What follows belongs to an exercise in optimizing a design on an open flow for small area, a short achievable clock period and few clock cycles per item; a production flow would make more cautious choices. No functional check of the RTL was part of any run shown here. Power and IR drop assume default switching activity.

`flow/design.v`:
```
`timescale 1ns / 1ps
package jmbq_pkg;
    localparam int NUM_BTN   = 5;
    localparam int BTN_IDX_W = $clog2(NUM_BTN);
    localparam int TIME_W   = 32;
    localparam int SAMPLE_W = 12;
    localparam int KEYS_W   = 4;
    localparam int MOVE_W   = 8;
    localparam int SPEED_W  = 7;
    localparam int DZ_W     = 11;
    localparam int MS_W     = 16;
    localparam int CLICK_W  = 2;
    localparam int NUM_W = SAMPLE_W + SPEED_W;
    localparam int IN_TDATA_W  = 64;
    localparam int OUT_TDATA_W = 32;
    localparam int IN_NOW_LSB   = 0;
    localparam int IN_SX_LSB    = IN_NOW_LSB + TIME_W;
    localparam int IN_SY_LSB    = IN_SX_LSB + SAMPLE_W;
    localparam int IN_STICK_LSB = IN_SY_LSB + SAMPLE_W;
    localparam int IN_KEYS_LSB  = IN_STICK_LSB + 1;
    localparam int IN_USED_W    = IN_KEYS_LSB + KEYS_W;
    localparam int OUT_MX_LSB    = 0;
    localparam int OUT_MY_LSB    = OUT_MX_LSB + MOVE_W;
    localparam int OUT_MV_LSB    = OUT_MY_LSB + MOVE_W;
    localparam int OUT_CLICK_LSB = OUT_MV_LSB + 1;
    localparam int OUT_DOWN_LSB  = OUT_CLICK_LSB + CLICK_W;
    localparam int OUT_UP_LSB    = OUT_DOWN_LSB + KEYS_W;
    localparam int OUT_USED_W    = OUT_UP_LSB + KEYS_W;
    localparam int CFG_IDX_W  = 3;
    localparam int CFG_DATA_W = 16;
    localparam logic [CFG_IDX_W-1:0] CFG_CENTER_X   = 3'd0;
    localparam logic [CFG_IDX_W-1:0] CFG_CENTER_Y   = 3'd1;
    localparam logic [CFG_IDX_W-1:0] CFG_DEADZONE   = 3'd2;
    localparam logic [CFG_IDX_W-1:0] CFG_TOP_SPEED  = 3'd3;
    localparam logic [CFG_IDX_W-1:0] CFG_DEBOUNCE   = 3'd4;
    localparam logic [CFG_IDX_W-1:0] CFG_LONG_PRESS = 3'd5;
    localparam logic [SAMPLE_W-1:0] RST_CENTER     = 12'd2048;
    localparam logic [DZ_W-1:0]     RST_DEADZONE   = 11'd50;
    localparam logic [SPEED_W-1:0]  RST_TOP_SPEED  = 7'd10;
    localparam logic [MS_W-1:0]     RST_DEBOUNCE   = 16'd30;
    localparam logic [MS_W-1:0]     RST_LONG_PRESS = 16'd1000;
    localparam logic [SAMPLE_W-1:0] AXIS_FULL_SCALE = 12'd2048;
    localparam logic [CLICK_W-1:0] CLICKS_PRESS = 2'd1;
    localparam logic [CLICK_W-1:0] CLICKS_LONG  = 2'd2;
endpackage
`timescale 1ns / 1ps
module joystick_mouse_button_qualifier_unit (
    input  logic                                i_clk,
    input  logic                                i_rst_n,
    input  logic                                s_axis_tvalid,
    output logic                                s_axis_tready,
    input  logic [jmbq_pkg::IN_TDATA_W-1:0]     s_axis_tdata,
    output logic                                m_axis_tvalid,
    input  logic                                m_axis_tready,
    output logic [jmbq_pkg::OUT_TDATA_W-1:0]    m_axis_tdata,
    input  logic                                i_cfg_we,
    input  logic [jmbq_pkg::CFG_IDX_W-1:0]      i_cfg_idx,
    input  logic [jmbq_pkg::CFG_DATA_W-1:0]     i_cfg_wdata
);
    localparam int NB = jmbq_pkg::NUM_BTN;
    localparam int TW = jmbq_pkg::TIME_W;
    localparam int SW = jmbq_pkg::SAMPLE_W;
    localparam int KW = jmbq_pkg::KEYS_W;
    localparam int PW = jmbq_pkg::SPEED_W;
    localparam int DW = jmbq_pkg::DZ_W;
    localparam int HW = jmbq_pkg::MS_W;
    localparam int NOP = 10;
    localparam logic [NOP-2:0] PIPE = 9'b1_1111_1111;
    localparam int AW = 19;
    localparam int BRW = 10;
    localparam int STW = 1 + BRW + 2 * AW;
    logic [SW-1:0] r_center_x, r_center_y;
    logic [DW-1:0] r_deadzone;
    logic [PW-1:0] r_top_speed;
    logic [HW-1:0] r_debounce_ms, r_long_press_ms;
    always_ff @(posedge i_clk) begin
        if (!i_rst_n) begin
            r_center_x      <= jmbq_pkg::RST_CENTER;
            r_center_y      <= jmbq_pkg::RST_CENTER;
            r_deadzone      <= jmbq_pkg::RST_DEADZONE;
            r_top_speed     <= jmbq_pkg::RST_TOP_SPEED;
            r_debounce_ms   <= jmbq_pkg::RST_DEBOUNCE;
            r_long_press_ms <= jmbq_pkg::RST_LONG_PRESS;
        end else if (i_cfg_we) begin
            case (i_cfg_idx)
                jmbq_pkg::CFG_CENTER_X:   r_center_x      <= i_cfg_wdata[SW-1:0];
                jmbq_pkg::CFG_CENTER_Y:   r_center_y      <= i_cfg_wdata[SW-1:0];
                jmbq_pkg::CFG_DEADZONE:   r_deadzone      <= i_cfg_wdata[DW-1:0];
                jmbq_pkg::CFG_TOP_SPEED:  r_top_speed     <= i_cfg_wdata[PW-1:0];
                jmbq_pkg::CFG_DEBOUNCE:   r_debounce_ms   <= i_cfg_wdata[HW-1:0];
                jmbq_pkg::CFG_LONG_PRESS: r_long_press_ms <= i_cfg_wdata[HW-1:0];
                default: ;
            endcase
        end
    end
    logic r_en, r_ready;
    logic r_out_valid, r_spare_valid;
    logic [jmbq_pkg::OUT_USED_W-1:0] r_out_data, r_spare_data;
    logic w_arrive;
    logic [jmbq_pkg::OUT_USED_W-1:0] w_result;
    assign s_axis_tready = r_ready;
    assign m_axis_tvalid = r_out_valid;
    assign m_axis_tdata  = {(jmbq_pkg::OUT_TDATA_W - jmbq_pkg::OUT_USED_W)'(0), r_out_data};
    logic          r_v0;
    logic [TW-1:0] r_now;
    logic [SW-1:0] r_sx, r_sy;
    logic [NB-1:0] r_raw;
    always_ff @(posedge i_clk) begin
        if (!i_rst_n) begin
            r_v0 <= 1'b0;
        end else if (r_en) begin
            r_v0 <= s_axis_tvalid;
        end
    end
    always_ff @(posedge i_clk) begin
        if (r_en) begin
            r_now <= s_axis_tdata[jmbq_pkg::IN_NOW_LSB +: TW];
            r_sx  <= s_axis_tdata[jmbq_pkg::IN_SX_LSB +: SW];
            r_sy  <= s_axis_tdata[jmbq_pkg::IN_SY_LSB +: SW];
            r_raw <= {s_axis_tdata[jmbq_pkg::IN_KEYS_LSB +: KW],
                      s_axis_tdata[jmbq_pkg::IN_STICK_LSB]};
        end
    end
    logic [NB-1:0] r_raw_last, r_stable;
    logic [TW-1:0] r_change_time [NB];
    logic [TW-1:0] r_press_start;
    logic          r_press_valid, r_long_done;
    function automatic logic f_after(input logic [TW-1:0] now, input logic [TW-1:0] then,
                                     input logic [HW-1:0] lim, input logic or_eq);
        logic [15:0] nl, nh, tl, th, x, y, hx, hc;
        logic        b16, lo, eq0, eq1;
        logic [17:0] s;
        nl  = now[15:0];
        nh  = now[31:16];
        tl  = ~then[15:0];
        th  = ~then[31:16];
        b16 = nl < then[15:0];
        x   = nl ^ tl ^ ~lim;
        y   = (nl & tl) | (nl & ~lim) | (tl & ~lim);
        s   = {2'b0, x} + {1'b0, y, or_eq} + 18'd1;
        lo  = b16 ? (s[17] | s[16]) : s[17];
        eq0 = (nh == then[31:16]);
        hx  = nh ^ th;
        hc  = {nh[14:0] | th[14:0], 1'b0};
        eq1 = (hx == hc);
        f_after = !(b16 ? eq1 : eq0) || lo;
    endfunction
    logic [NB-1:0] w_changed, w_acc;
    logic          w_long_hit, w_press;
    logic [1:0]    w_clicks;
    logic [KW-1:0] w_downs, w_ups;
    logic          w_step;
    assign w_step = r_en && r_v0;
    always_comb begin
        for (int b = 0; b < NB; b++) begin
            w_changed[b] = r_raw[b] != r_raw_last[b];
            w_acc[b]     = !w_changed[b] && (r_stable[b] != r_raw[b]) &&
                           f_after(r_now, r_change_time[b], r_debounce_ms, 1'b0);
        end
        w_press    = w_acc[0] && r_raw[0];
        w_long_hit = !w_acc[0] && r_stable[0] && r_press_valid && !r_long_done &&
                     f_after(r_now, r_press_start, r_long_press_ms, 1'b1);
        w_clicks   = {w_long_hit, w_press};
        w_downs    = w_acc[NB-1:1] & r_raw[NB-1:1];
        w_ups      = w_acc[NB-1:1] & ~r_raw[NB-1:1];
    end
    always_ff @(posedge i_clk) begin
        if (!i_rst_n) begin
            r_raw_last    <= '1;
            r_stable      <= '1;
            r_press_valid <= 1'b0;
            r_long_done   <= 1'b0;
        end else if (w_step) begin
            r_raw_last <= r_raw;
            for (int b = 0; b < NB; b++) begin
                if (w_acc[b]) r_stable[b] <= r_raw[b];
            end
            if (w_acc[0]) begin
                r_press_valid <= r_raw[0];
                r_long_done   <= 1'b0;
            end else if (w_long_hit) begin
                r_long_done <= 1'b1;
            end
        end
    end
    always_ff @(posedge i_clk) begin
        if (w_step) begin
            for (int b = 0; b < NB; b++) begin
                if (w_changed[b]) r_change_time[b] <= r_now;
            end
            if (w_press) r_press_start <= r_now;
        end
    end
    function automatic logic [AW-1:0] f_offset(input logic [SW-1:0] s, input logic [SW-1:0] c);
        f_offset = AW'({1'b0, s} - {1'b0, c});
    endfunction
    function automatic logic [AW-1:0] f_zone(input logic [AW-1:0] a, input logic [DW-1:0] dz);
        logic [SW:0]   d;
        logic [SW-1:0] mag;
        logic [SW:0]   e;
        logic [SW-1:0] m;
        d   = a[SW:0];
        mag = d[SW] ? SW'(-d) : d[SW-1:0];
        e   = {1'b0, mag} - {2'b0, dz};
        if (mag[SW-1])               m = 12'd2048 - {1'b0, dz};
        else if (e[SW] || e == '0)   m = '0;
        else                         m = e[SW-1:0];
        f_zone = {!d[SW], 6'b0, m};
    endfunction
    function automatic logic [AW-1:0] f_mul(input logic [AW-1:0] a, input logic [PW-1:0] sp);
        f_mul = {a[AW-1], 18'(a[SW-1:0] * sp)};
    endfunction
    function automatic logic [AW-1:0] f_div(input logic [AW-1:0] a, input logic [DW-1:0] dz);
        logic [SW-1:0] t;
        logic [SW:0]   s;
        t = a[17:6];
        s = {1'b0, t} + {2'b01, dz};
        f_div = {a[AW-1], s[SW] ? s[10:0] : t[10:0], a[5:0], s[SW]};
    endfunction
    logic [STW-1:0] x_op [NOP];
    logic [STW-1:0] y_op [NOP-1];
    assign x_op[0] = {r_v0, w_ups, w_downs, w_clicks,
                      f_offset(r_sx, r_center_x), f_offset(r_sy, r_center_y)};
    assign x_op[1] = {y_op[0][STW-1:2*AW],
                      f_zone(y_op[0][2*AW-1:AW], r_deadzone),
                      f_zone(y_op[0][AW-1:0], r_deadzone)};
    assign x_op[2] = {y_op[1][STW-1:2*AW],
                      f_mul(y_op[1][2*AW-1:AW], r_top_speed),
                      f_mul(y_op[1][AW-1:0], r_top_speed)};
    genvar gj;
    generate
        for (gj = 3; gj < NOP; gj++) begin : g_div
            assign x_op[gj] = {y_op[gj-1][STW-1:2*AW],
                               f_div(y_op[gj-1][2*AW-1:AW], r_deadzone),
                               f_div(y_op[gj-1][AW-1:0], r_deadzone)};
        end
        for (gj = 0; gj < NOP - 1; gj++) begin : g_stage
            if (PIPE[gj]) begin : g_reg
                logic [STW-1:0] r_st;
                always_ff @(posedge i_clk) begin
                    if (!i_rst_n) begin
                        r_st[STW-1] <= 1'b0;
                    end else if (r_en) begin
                        r_st[STW-1] <= x_op[gj][STW-1];
                    end
                end
                always_ff @(posedge i_clk) begin
                    if (r_en) r_st[STW-2:0] <= x_op[gj][STW-2:0];
                end
                assign y_op[gj] = r_st;
            end else begin : g_wire
                assign y_op[gj] = x_op[gj];
            end
        end
    endgenerate
    function automatic logic [7:0] f_move(input logic [AW-1:0] pre, input logic [AW-1:0] post);
        logic [6:0] hi, nhi;
        logic       b0;
        hi  = {1'b0, pre[5:0]};
        nhi = -hi;
        b0  = post[0];
        if (!post[AW-1])  f_move = {hi, b0};
        else if (b0)      f_move = {~hi, 1'b1};
        else              f_move = {nhi, 1'b0};
    endfunction
    logic [7:0] w_mx, w_my;
    assign w_mx     = f_move(y_op[NOP-2][2*AW-1:AW], x_op[NOP-1][2*AW-1:AW]);
    assign w_my     = f_move(y_op[NOP-2][AW-1:0], x_op[NOP-1][AW-1:0]);
    assign w_arrive = r_en && x_op[NOP-1][STW-1];
    assign w_result = {x_op[NOP-1][STW-2:2*AW],
                       (|y_op[NOP-2][2*AW-14:2*AW-19]) || x_op[NOP-1][AW] ||
                       (|y_op[NOP-2][5:0]) || x_op[NOP-1][0],
                       w_my, w_mx};
    logic w_out_load, w_en_next;
    assign w_out_load = !r_out_valid || m_axis_tready;
    assign w_en_next  = !((r_out_valid && !m_axis_tready) && (r_spare_valid || w_arrive)) &&
                        !(r_spare_valid && w_arrive);
    always_ff @(posedge i_clk) begin
        if (!i_rst_n) begin
            r_out_valid   <= 1'b0;
            r_spare_valid <= 1'b0;
            r_en          <= 1'b1;
            r_ready       <= 1'b1;
        end else begin
            if (w_out_load) begin
                r_out_valid   <= r_spare_valid || w_arrive;
                r_spare_valid <= r_spare_valid && w_arrive;
            end else begin
                r_spare_valid <= r_spare_valid || w_arrive;
            end
            r_en    <= w_en_next;
            r_ready <= w_en_next;
        end
    end
    always_ff @(posedge i_clk) begin
        if (w_out_load) begin
            r_out_data <= r_spare_valid ? r_spare_data : w_result;
        end
        if (w_arrive && ((r_spare_valid && w_out_load) || (!r_spare_valid && !w_out_load))) begin
            r_spare_data <= w_result;
        end
    end
endmodule
```
`flow/run.sh`:
```
#!/bin/bash
# synth_recipe.tcl (not shown) runs the flow's synth.tcl, then flattens the netlist and writes it again
# the make line also repeats each setting of config.mk as NAME=value (left out here)
make -C /OpenROAD-flow-scripts/flow DESIGN_CONFIG=/design/flow/config.mk WORK_HOME=/design/flow/orfs CLKGATE_MAP_FILE= SYNTH_SCRIPT=/design/flow/synth_recipe.tcl finish
```
`flow/config.mk`:
```
export PLATFORM = sky130hd
export DESIGN_NAME = joystick_mouse_button_qualifier_unit
export DESIGN_NICKNAME = joystick_mouse_button_qualifier_unit
export VERILOG_FILES = /design/flow/design.v
export SDC_FILE = /design/flow/constraint.sdc
export NUM_CORES = 4
export LEC_CHECK = 0
export CAP_MARGIN = 20
export CORE_MARGIN = 2
export CORE_UTILIZATION = 40
export SLEW_MARGIN = 20
```
`flow/constraint.sdc`:
```
create_clock -name core_clock -period 10.0 [get_ports {i_clk}]
set_input_delay 2.0000 -clock core_clock [delete_from_list [all_inputs] [get_ports {i_clk}]]
set_output_delay 2.0000 -clock core_clock [all_outputs]
set_load 0.01 [all_outputs]
```
==> flow_summary.yaml, run 1 <==
setup_path:
  end_kind: "register"
  crit_arrival_ns: 5.68
  rr_startpoint: "r_top_speed[1]$_SDFFE_PN1P_"
  reg2reg_slack_ns: 4.74
  cp_max_fo: 25
  r2r_end: "g_stage[2].g_reg.r_st[35]$_DFFE_PP_"
  reg2reg_depth: 18
  startpoint_type: "register"
  critPathKind: "reg2reg"
  required_ns: 10.41
finish:
  finalNetCount: 5021
  stdcell_area_mm2: 0.05519
  n_fill_cell: 11128
  layout-drive-gt1-share_pct: 8.155
  syn_to_final_growth_pct: 13.18
global_routing:
  grt-ovfl-total: 0
  grt_pass1_wl_um: 160000
  grt_max_degree: 66
  first_global_vias: 30516
  antenna_found_initial: 2
  grt_usage_pct: 16.04
clock_network:
  clock_path_buffers: 3
  numClockSinks: 814
  root_buffer: "clkbuf_16"
  cts.clk_slew.worst_paths_ns: 0.06
  clk_latency_ns: 0.68
  tritoncts: "done"
  cts_resized: 0
  htree_levels: 3
  cts_made_buffers: 92
  postCtsSetupRepairBufs: 0
  postCtsHoldBufs: 0
sta:
  final_max_slew_viol_count: 0
  final_hold_viol_count: 0
  setup_ws_ns: 4.736
  rsz0062_at_grt: "no"
  worst_pin_slew_ns: 1.029
  finalCriticalPeriod_ns: 5.264
  max_freq_ghz: 0.1900
  setup_tns_ns: 0
  relSlewSlack_pct: 31.33
  setup_viol: 0
  post-route-period-util_pct: 52.64
  finalClockSkew_ns: 0.03061
status:
  outcome: "no timing/DRC/antenna violations"
hold_path:
  whs_path_depth: 0
  worstHoldStart: "g_stage[0].g_reg.r_st[39]$_DFFE_PP_"
  hold_end: "g_stage[1].g_reg.r_st[39]$_DFFE_PP_"
  hold_path_class: "reg2reg"
yosys:
  synth_top_area_share_pct: 44.04
  synth_ff_type: "edfxtp_1"
  syn_avg_cell_area_um2: 12.29
  ys_ff_latch: 814
  netlist_area_mm2: 0.04876
  yosys_warnings: 4
  synth.distinct_cells: 75
  synth_edf_count: 715
  yosysMostFrequentCell: "edfxtp_1"
  async_flop_share_pct: 0
  synth_area_leaders: "edfxtp_1 44%, ha_1 14%, fa_1 8.5%"
  synth_commonest_cells: "715 x edfxtp_1, 547 x ha_1, 407 x inv_1"
  synth_top_cell_by_area: "edfxtp_1"
  ys_seq_area_share_pct: 48.10
  synth_cells: 3968
drt:
  drtPass1Iterations: 5
  drt_iter0_drc: 1390
  detail_route.vias_per_cell: 5.024
  drc: 0
  ant_nets: 0
  wl_um: 98640
  num_vias: 29545
  wl_per_cell_um: 16.77
die:
  initial_core_util_pct: 40.16
  coreArea_mm2: 0.1214
  ioPinCount: 122
  die-area_mm2: 0.1247
  die_h_um: 353.1
  rows: 128
  die_x_um: 353.1
pwr:
  ir_worst_vdd_uv: 148.3
  powerDensity_mw_per_mm2: 222.6
  p_leak_nw: 23.19
placed_design:
  globalplace.congestion: 0.8588
  post_dp_cell_area_mm2: 0.05215
  io_buffers: 113
  dp_slack_ns: 4.696
  dpl.hpwl_um: 73110
job:
  max-cap-violations: 0
logic make-up after synthesis:
| kind of cell | count (synthesis) | share of synthesized area (%) |
|---|---|---|
| simple gates | 807 | 7.888 |
| mux | 158 | 3.587 |
| fa+ha+maj | 754 | 22.54 |
| other cells | 1 | 0.007691 |
| xor+xnor | 303 | 5.474 |
| flops | 814 | 48.10 |
| compound gates | 661 | 8.712 |
| buf+inv | 470 | 3.695 |
state kept, by name (all words and copies together), names as in the netlist, 7 cells and up:
register and cells:
g_stage.g_reg.r_st 417, r_sy 12, r_long_press_ms 16, r_spare_data 27, r_center_y 12, r_center_x 12, r_sx 12, r_now 32
r_debounce_ms 16, r_out_data 27, r_change_time 160, r_top_speed 7, r_deadzone 11, r_press_start 32
worst max path at each step:
stage                                      startpoint                                  end  slack (ns)
after floorplan                    r_ready$_SDFF_PN1_           r_press_start[0]$_DFFE_PP_        1.52
after global placement    r_top_speed[2]$_SDFFE_PN0P_  g_stage[2].g_reg.r_st[17]$_DFFE_PP_        4.76
after detailed placement  r_top_speed[1]$_SDFFE_PN1P_  g_stage[2].g_reg.r_st[17]$_DFFE_PP_        4.70
after CTS                 r_top_speed[1]$_SDFFE_PN1P_  g_stage[2].g_reg.r_st[17]$_DFFE_PP_        4.74
after global routing      r_top_speed[1]$_SDFFE_PN1P_  g_stage[2].g_reg.r_st[17]$_DFFE_PP_        4.52
final                     r_top_speed[1]$_SDFFE_PN1P_  g_stage[2].g_reg.r_st[35]$_DFFE_PP_        4.74
routing by layer:
layer / global-route usage [%] / wire (um) / up-vias
met4: 5.719 / 2789 / 0
met3: 2.450 / 3777 / 159
met2: 27.66 / 48020 / 451
li1: - / - / 14619
met5: 0 / 0 / -
met1: 20.42 / 44060 / 14316
final cells by class:
type                            instances  area [um2]  area share, %
Clock inverter                         45       441.7         0.8003
Sequential cell                       814       23460          42.50
Tap cell                             1625        2033          3.684
Antenna cell                            1       2.502       0.004534
Inverter                              408        1531          2.775
Multi-Input combinational cell       2688       23550          42.68
Timing Repair Buffer                  175        1632          2.956
Clock buffer                          125        2539          4.600
cell usage in the layout, fill, tap and decap left out, types with 37 or more instances in the layout:
cell and count:
a21o_1 106, a21oi_1 222, and2_1 101, buf_4 60
clkbuf_16 94, clkdlybuf4s50_1 112, dfxtp_1 98, edfxtp_1 715
fa_1 207, ha_1 547, inv_1 407, mux2_2 131
nand2_1 324, nand3_1 37, nand4_1 47, nor2_1 130
nor3_1 45, o21ai_0 104, xnor2_1 181, xor2_1 120
report_power, final:
| group | internal (W) | leakage (nW) | switching, W |
|---|---|---|---|
| registers | 0.00455 | 8.36 | 0.000355 |
| clock network | 0.00196 | 1.45 | 0.00138 |
| logic | 0.00198 | 13.4 | 0.00206 |
critical path: stages, from the launching register on:
cell and delay (ns):
dfxtp_1 0.65, and2_1 0.34, fa_1 0.55, inv_1 0.06, fa_1 0.53, inv_1 0.05
fa_1 0.48, inv_1 0.05, fa_1 0.48, inv_1 0.04, ha_1 0.31, inv_1 0.09
o21bai_1 0.09, a211oi_1 0.36, o31ai_1 0.17, o41a_1 0.36, a21o_1 0.19, a21oi_1 0.16
xnor2_1 0.08
stage by stage:
step	util [%]	total power, W	cells	hold WS [ns]
2_1_floorplan	-	0.008107	3972	0.4003
3_3_place_gp	42.95	0.008909	5708	0.4007
3_5_place_dp	42.95	0.009029	5708	0.4045
4_1_cts	45.41	0.01244	5878	0.4034
5_1_grt	45.46	0.01322	5881	0.3983
6_report	45.46	0.01228	5881	0.4092
==> run 2, diff against run 1 <==
--- a/flow/config.mk
+++ b/flow/config.mk
@@ -8,4 +8,5 @@
 export CAP_MARGIN = 20
 export CORE_MARGIN = 2
 export CORE_UTILIZATION = 40
+export SETUP_SLACK_MARGIN = 5
 export SLEW_MARGIN = 20
==> flow_summary.yaml, run 2 <==
status:
  outcome: "no timing/DRC/antenna violations"
sta:
  worst_pin_slew_ns: 1.061
  final_hold_viol_count: 0
  setup_tns_ns: 0
  relSlewSlack_pct: 28.80
  rsz0062_at_grt: "no"
  setup_viol: 0
  setup_ws_ns: 5.220
  finalCriticalPeriod_ns: 4.780
  max_freq_ghz: 0.2092
  post-route-period-util_pct: 47.80
  finalClockSkew_ns: 0.03681
  final_max_slew_viol_count: 0
setup_path:
  end_kind: "register"
  reg2reg_slack_ns: 5.22
  critPathKind: "reg2reg"
  crit_arrival_ns: 5.19
  r2r_end: "g_stage[2].g_reg.r_st[35]$_DFFE_PP_"
  worstSetupEndpoint: "g_stage[2].g_reg.r_st[35]$_DFFE_PP_"
  reg2reg_depth: 18
  startpoint_type: "register"
  startpoint: "g_stage[1].g_reg.r_st[24]$_DFFE_PP_"
  rr_startpoint: "g_stage[1].g_reg.r_st[24]$_DFFE_PP_"
  cp_max_fo: 6
  required_ns: 10.41
yosys:
  ys_seq_area_share_pct: 48.10
  synth_edf_count: 715
  ys_ff_latch: 814
  yosys_warnings: 4
  synth_cells: 3968
  async_flop_share_pct: 0
  netlist_area_mm2: 0.04876
  synth_top_cell_by_area: "edfxtp_1"
  synth.distinct_cells: 75
  synth_top_area_share_pct: 44.04
  synth_ff_type: "edfxtp_1"
  synth_area_leaders: "edfxtp_1 44%, ha_1 14%, fa_1 8.5%"
  yosysMostFrequentCell: "edfxtp_1"
  syn_avg_cell_area_um2: 12.29
  synth_commonest_cells: "715 x edfxtp_1, 547 x ha_1, 407 x inv_1"
placed_design:
  dpl.hpwl_um: 72440
  io_buffers: 113
  globalplace.congestion: 0.8835
  dp_slack_ns: 4.631
  dp.cells: 5702
drt:
  drtPass1Iterations: 5
  drc: 0
  ant_nets: 0
  wl_per_cell_um: 16.72
  wl_um: 98390
  detail_route.vias_per_cell: 5.007
  drt_iter0_drc: 1424
  num_vias: 29456
global_routing:
  grt_max_degree: 181
  met1_usage_pct: 20.94
  grt_use_met3_pct: 2.336
  met2_usage_pct: 27.93
  first_global_vias: 30586
  grt_pass1_wl_um: 160900
  grt-ovfl-total: 0
  busiest_layer: "met2"
  antenna_found_initial: 0
  grt_usage_pct: 16.15
finish:
  utilization_pct: 45.68
  mostFrequentLayoutCells: "715 x edfxtp_1, 547 x ha_1, 407 x inv_1"
  regMostFlops: "g_stage.g_reg.r_st"
  largest_register_ffs: 417
  layout-drive-gt1-share_pct: 8.713
  syn_to_final_growth_pct: 13.73
  finalNetCount: 5024
  diodes: 0
  top_regs: "g_stage.g_reg.r_st (417), r_change_time (160)"
  final_cell_count_no_fill: 5883
  layout_commonest_cell: "edfxtp_1"
die:
  rows: 128
  coreArea_mm2: 0.1214
  die_h_um: 353.1
  initial_core_util_pct: 40.16
  ioPinCount: 122
  die_x_um: 353.1
  die-area_mm2: 0.1247
pwr:
  ir_worst_vdd_uv: 136.8
  powerDensity_mw_per_mm2: 224.7
  p_leak_nw: 23.31
clock_network:
  root_buffer: "clkbuf_16"
  tritoncts: "done"
  cts.clk_slew.worst_paths_ns: 0.06
  numClockSinks: 814
  clk_latency_ns: 0.68
  clock_path_buffers: 3
  htree_levels: 3
  cts_made_buffers: 93
  postCtsHoldBufs: 0
hold_path:
  whs_path_depth: 0
  hold_path_class: "reg2reg"
job:
  max-cap-violations: 0
-- run 2: cell types whose count changed in the layout (fill, tap and decap cells not counted), moves of 3 or more --
cell        change
o21ai_1         +3
clkbuf_1       -11
nor2_2          -5
nor2_4          +5
clkinv_1        -4
clkbuf_16       +4
clkinvlp_4      +6
o21ai_0         -3
-- run 2: metrics by stage --
stage / power (W) / instance area [um2] / hold WS [ns]
5_1_grt: 0.01341 / 55450 / 0.4180
6_report: 0.01246 / 55450 / 0.4120
4_1_cts: 0.01259 / 55330 / 0.4078
2_1_floorplan: 0.008110 / 48880 / 0.4003
3_3_place_gp: 0.008916 / 52140 / 0.4003
3_5_place_dp: 0.009025 / 52150 / 0.4045
-- run 2: worst min path at each step --
stage,startpoint,to,slack [ns]
floorplan,g_stage[0].g_reg.r_st[38]$_DFFE_PP_,g_stage[1].g_reg.r_st[38]$_DFFE_PP_,0.40
global placement,g_stage[7].g_reg.r_st[46]$_DFFE_PP_,g_stage[8].g_reg.r_st[46]$_DFFE_PP_,0.40
detailed placement,g_stage[1].g_reg.r_st[44]$_DFFE_PP_,g_stage[2].g_reg.r_st[44]$_DFFE_PP_,0.40
CTS,g_stage[4].g_reg.r_st[18]$_DFFE_PP_,g_stage[5].g_reg.r_st[18]$_DFFE_PP_,0.41
global route,g_stage[2].g_reg.r_st[46]$_DFFE_PP_,g_stage[3].g_reg.r_st[46]$_DFFE_PP_,0.42
finish,g_stage[5].g_reg.r_st[4]$_DFFE_PP_,g_stage[6].g_reg.r_st[5]$_DFFE_PP_,0.41
-- run 2: power by group --
part / internal [W] / switching, W
Sequential: 0.00455 / 0.000349
Combinational: 0.00200 / 0.00208
Clock: 0.00206 / 0.00141
-- run 2: critical path, cell delays in order, from the launching register on --
cell      delay, ns
edfxtp_1       0.48
and2_4         0.21
fa_1           0.52
inv_1          0.05
fa_1           0.52
inv_1          0.05
fa_1           0.47
inv_1          0.05
fa_1           0.47
inv_1          0.04
ha_1           0.31
inv_1          0.08
o21bai_1       0.10
a211oi_2       0.24
o31ai_1        0.14
o41a_1         0.36
a21o_1         0.19
a21oi_1        0.17
xnor2_1        0.08
-- run 2: metal layers --
metal	vias up	part of all wire [%]
met5	-	0
met4	0	2.4
met3	152	3.7
met2	423	49
met1	14272	45
li1	14609	-
-- run 2: area by class of cell --
type,instances,area [um2]
Fill cell,11064,65940
Timing Repair Buffer,177,1652
Clock buffer,116,2570
Tap cell,1625,2033
Clock inverter,55,594.3
Sequential cell,814,23460
Multi-Input combinational cell,2688,23610
Inverter,408,1531
-- run 2: what timing repair did --
action | 4_1_cts | 5_1_grt
gates resized for setup | 3 | 8
setup endpoints to repair | 5 | 4
pin swaps | 1 | 2
hold endpoints to repair | 0 | 0
buffers inserted | 1 | 7
-- run 2: logic make-up after synthesis --
kind of cell	count (synthesis)	share of synthesized area, %
DFF	814	48.10
adders and majority gates	754	22.54
buffers and inverters	470	3.695
and+or+nand+nor	807	7.888
xor gates and xnor gates	303	5.474
AOI/OAI and AO/OA	661	8.712
muxes	158	3.587
other	1	0.007691
==> run 3, diff against run 2 <==
==> flow/flow/run.sh (new file) <==
#!/bin/bash
# Standard synthesis and layout (the standard.sh, unchanged scripts); the
# only difference from the standard flow's own layout is a larger setup slack margin for
# ORFS's repair_timing steps, so that repair keeps improving paths past the
# point where they meet the (unchanged) 10 ns constraint.
set -euo pipefail
cd "$(dirname "$0")/.."
MARGIN=$(cat flow/margin.txt)
bash standard.sh synth > synth_make.log 2>&1
bash standard.sh SETUP_SLACK_MARGIN=$MARGIN finish > layout_make.log 2>&1
==> flow/flow/margin.txt (new file) <==
6.7
==> flow/standard.sh (new file) <==
#!/bin/bash
# synth_recipe.tcl (not shown) runs the flow's synth.tcl, then flattens the netlist and writes it again
# the make line also repeats each setting of config.mk as NAME=value (left out here)
make -C /OpenROAD-flow-scripts/flow DESIGN_CONFIG=/design/flow/config.mk WORK_HOME=/design/flow/orfs CLKGATE_MAP_FILE= SYNTH_SCRIPT=/design/flow/synth_recipe.tcl "${@:-finish}"
--- a/flow/config.mk
+++ b/flow/config.mk
@@ -8,5 +8,4 @@
 export CAP_MARGIN = 20
 export CORE_MARGIN = 2
 export CORE_UTILIZATION = 40
-export SETUP_SLACK_MARGIN = 5
 export SLEW_MARGIN = 20
removed: flow/run.sh
==> flow_summary.yaml, run 3 <==
setup_path:
  end_kind: "register"
  r2r_end: "g_stage[2].g_reg.r_st[35]$_DFFE_PP_"
  crit_arrival_ns: 5.04
  rr_startpoint: "g_stage[1].g_reg.r_st[23]$_DFFE_PP_"
  crit_path_cell_trace: "and2_4, fa_1, inv_2, fa_1, inv_1, fa_1, inv_1, fa_1, inv_2, ha_4, inv_4, o21bai_4, a211oi_4, o31ai_2, o41a_1, a21o_1, a21oi_2, xnor2_1"
  startpoint_type: "register"
  reg2reg_depth: 18
  critPathKind: "reg2reg"
  reg2reg_slack_ns: 5.40
  cp_slowest_cell: "fa_1"
  critPathMaxStageDelay_ns: 0.52
  critPathTopFamily: "adder cells"
  critical_path.most_common_cell: "fa_1"
  cp_max_fo: 4
  crit_buf_inv: 5
  required_ns: 10.43
pwr:
  p_leak_nw: 24.53
  powerDensity_mw_per_mm2: 226.5
  ir_worst_vdd_uv: 174.6
  total_power_w: 0.01321
placed_design:
  post_dp_cell_area_mm2: 0.05228
  globalplace.congestion: 0.8589
  io_buffers: 113
  dp_slack_ns: 4.869
  dp.cells: 5691
  dpl.hpwl_um: 73820
yosys:
  synth_xor_area_share_pct: 5.474
  async_flop_share_pct: 0
  syn_avg_cell_area_um2: 12.29
  synthAdderAreaFrac_pct: 22.54
  synth.distinct_cells: 75
  synth_cells: 3968
  synth_compound_area_share_pct: 8.712
  yosys.area_share.simple_pct: 7.888
  yosysMostFrequentCell: "edfxtp_1"
  synth_area_leaders: "edfxtp_1 44%, ha_1 14%, fa_1 8.5%"
  yosys_warnings: 4
  netlist_area_mm2: 0.04876
  synth_edf_count: 715
  synth_top_cell_by_area: "edfxtp_1"
  ys_seq_area_share_pct: 48.10
  ys_ff_latch: 814
  synth_top_family_by_area: "adder cells"
  muxShareOfSynthArea_pct: 3.587
  synth_top_area_share_pct: 44.04
  synth_commonest_cells: "715 x edfxtp_1, 547 x ha_1, 407 x inv_1"
  synth_ff_type: "edfxtp_1"
finish:
  diodes: 0
  stdcell_area_mm2: 0.05834
  mostFrequentLayoutCells: "715 x edfxtp_1, 529 x ha_1, 386 x inv_1"
  n_fill_cell: 10839
  layout-drive-gt1-share_pct: 17.39
  largest_register_ffs: 417
  finalNetCount: 5201
  final_cell_count_no_fill: 6058
  top_regs: "g_stage.g_reg.r_st (417), r_change_time (160)"
  multiInputGateArea_mm2: 0.02485
  seq_area_mm2: 0.02350
  syn_to_final_growth_pct: 19.65
  regMostFlops: "g_stage.g_reg.r_st"
  layout_commonest_cell: "edfxtp_1"
die:
  die_x_um: 353.1
  coreArea_mm2: 0.1214
  die_h_um: 353.1
  initial_core_util_pct: 40.16
  rows: 128
  die-area_mm2: 0.1247
  ioPinCount: 122
drt:
  drt_iter0_drc: 1301
  drc: 0
  wl_per_cell_um: 17.61
  detail_route.vias_per_cell: 5.029
  ant_nets: 0
  wl_um: 106700
  num_vias: 30463
  drtPass1Iterations: 7
status:
  outcome: "no timing/DRC/antenna violations"
sta:
  setup_tns_ns: 0
  finalCriticalPeriod_ns: 4.602
  final_max_slew_viol_count: 0
  final_hold_viol_count: 0
  relSlewSlack_pct: 30.57
  post-route-period-util_pct: 46.02
  setup_viol: 0
  finalClockSkew_ns: 0.06168
  worst_pin_slew_ns: 1.039
  max_freq_ghz: 0.2173
  setup_ws_ns: 5.398
  rsz0062_at_grt: "yes"
global_routing:
  grt_pass1_wl_um: 166600
  antenna_found_initial: 0
  first_global_vias: 31334
  grt_usage_pct: 16.79
  grt_max_degree: 82
  grt-ovfl-total: 0
job:
  max-cap-violations: 0
hold_path:
  worstHoldStart: "g_stage[7].g_reg.r_st[24]$_DFFE_PP_"
  hold_end: "g_stage[8].g_reg.r_st[25]$_DFFE_PP_"
  hold_path_class: "reg2reg"
  whs_path_depth: 0
clock_network:
  htree_levels: 3
  clk_latency_ns: 0.69
  postCtsHoldBufs: 0
  clock_path_buffers: 3
  tritoncts: "done"
  cts_made_buffers: 92
  cts.clk_slew.worst_paths_ns: 0.06
  numClockSinks: 814
  root_buffer: "clkbuf_16"
-- run 3: worst max path at each step --
stage / cells after the start / slack (ns) / endpoint / from
floorplan: 0 / 4.57 / s_axis_tready / r_ready$_SDFF_PN1_
global placement: 15 / 4.93 / g_stage[2].g_reg.r_st[17]$_DFFE_PP_ / r_top_speed[4]$_SDFFE_PN0P_
detailed placement: 15 / 4.87 / g_stage[2].g_reg.r_st[17]$_DFFE_PP_ / r_top_speed[4]$_SDFFE_PN0P_
CTS: 18 / 5.39 / g_stage[2].g_reg.r_st[35]$_DFFE_PP_ / g_stage[1].g_reg.r_st[23]$_DFFE_PP_
global route: 18 / 5.26 / g_stage[2].g_reg.r_st[35]$_DFFE_PP_ / g_stage[1].g_reg.r_st[23]$_DFFE_PP_
finish: 18 / 5.40 / g_stage[2].g_reg.r_st[35]$_DFFE_PP_ / g_stage[1].g_reg.r_st[23]$_DFFE_PP_
-- run 3: power by group --
| part | internal, W | total (W) | switching (W) |
|---|---|---|---|
| logic | 0.00251 | 0.00497 | 0.00247 |
| registers | 0.00455 | 0.00490 | 0.000347 |
| clock network | 0.00195 | 0.00334 | 0.00140 |
-- run 3: cell type report --
type                    instances  area share (%)
multi-input cells            2692           42.59
repair buffers                351           5.842
inverters                     408           2.707
clock buffers                 117           4.124
flip-flops and latches        814           40.28
clock inverters                51          0.9737
well taps                    1625           3.485
-- run 3: cells by family (layout without fill, tap and decap cells) --
| kind of cell | after synthesis | in the layout |
|---|---|---|
| other | 1 | 5 |
| adder cells (fa/ha/maj) | 754 | 754 |
| flip-flops | 814 | 814 |
| AND/OR/NAND/NOR | 807 | 809 |
| AO/OA/AOI/OAI | 661 | 663 |
| buffers and inverters | 470 | 927 |
| multiplexers | 158 | 158 |
| XOR/XNOR | 303 | 303 |
-- run 3: metal layers --
layer | global-route usage (%) | vias up | routed length (um)
met5 | 0 | - | 0
met2 | 29.23 | 431 | 52640
met1 | 21.44 | 14838 | 47110
met3 | 2.248 | 180 | 3772
li1 | - | 15014 | -
met4 | 5.787 | 0 | 3132
-- run 3: through the flow --
step	util [%]	hold WS (ns)
after floorplan	-	0.4003
after global placement	43.06	0.4013
after detailed placement	43.06	0.4045
after CTS	46.73	0.4133
after global routing	48.06	0.4215
final	48.06	0.4111
-- run 3: timing repair --
item / in CTS / in global routing
setup buffers: 99 / 84
endpoints found under the setup margin: 522 / 433
gates resized for setup: 277 / 176
cloned: 5 / 10
pin swaps: 47 / 88
-- run 3: worst reg2reg max path, stage by stage, from the launching register on --
cell and delay (ns):
edfxtp_1 0.48, and2_4 0.22, fa_1 0.52, inv_2 0.04
fa_1 0.52, inv_1 0.05, fa_1 0.47, inv_1 0.05
fa_1 0.49, inv_2 0.05, ha_4 0.23, inv_4 0.06
o21bai_4 0.08, a211oi_4 0.24, o31ai_2 0.10, o41a_1 0.33
a21o_1 0.20, a21oi_2 0.15, xnor2_1 0.07

[what the ideal ports hide]
Ports are ideal in the flow. The routed layouts listed here were re-timed in OpenROAD.
Step 1, drivers: a clkbuf_16 drives i_clk and a buf_2 each remaining input, both assumed.
Step 2 also shifts input and output timing later by t, the mid clock arrival at the registers, as if the neighbouring blocks saw the same clock.
Three values: no drivers, after step 1, after step 2; two values: the first two.
| run | shift t [ns] | slack for setup (ns) | worst setup path at the end |
|---|---|---|---|
| run 1 | 0.728 | 4.736 / 4.736 / 4.736 | register to register |
| run 2 | 0.739 | 5.220 / 5.220 / 5.220 | register to register |
| run 3 | 0.741 | 5.398 / 5.398 / 5.398 | register to register |
After both steps every run listed still meets setup and hold.
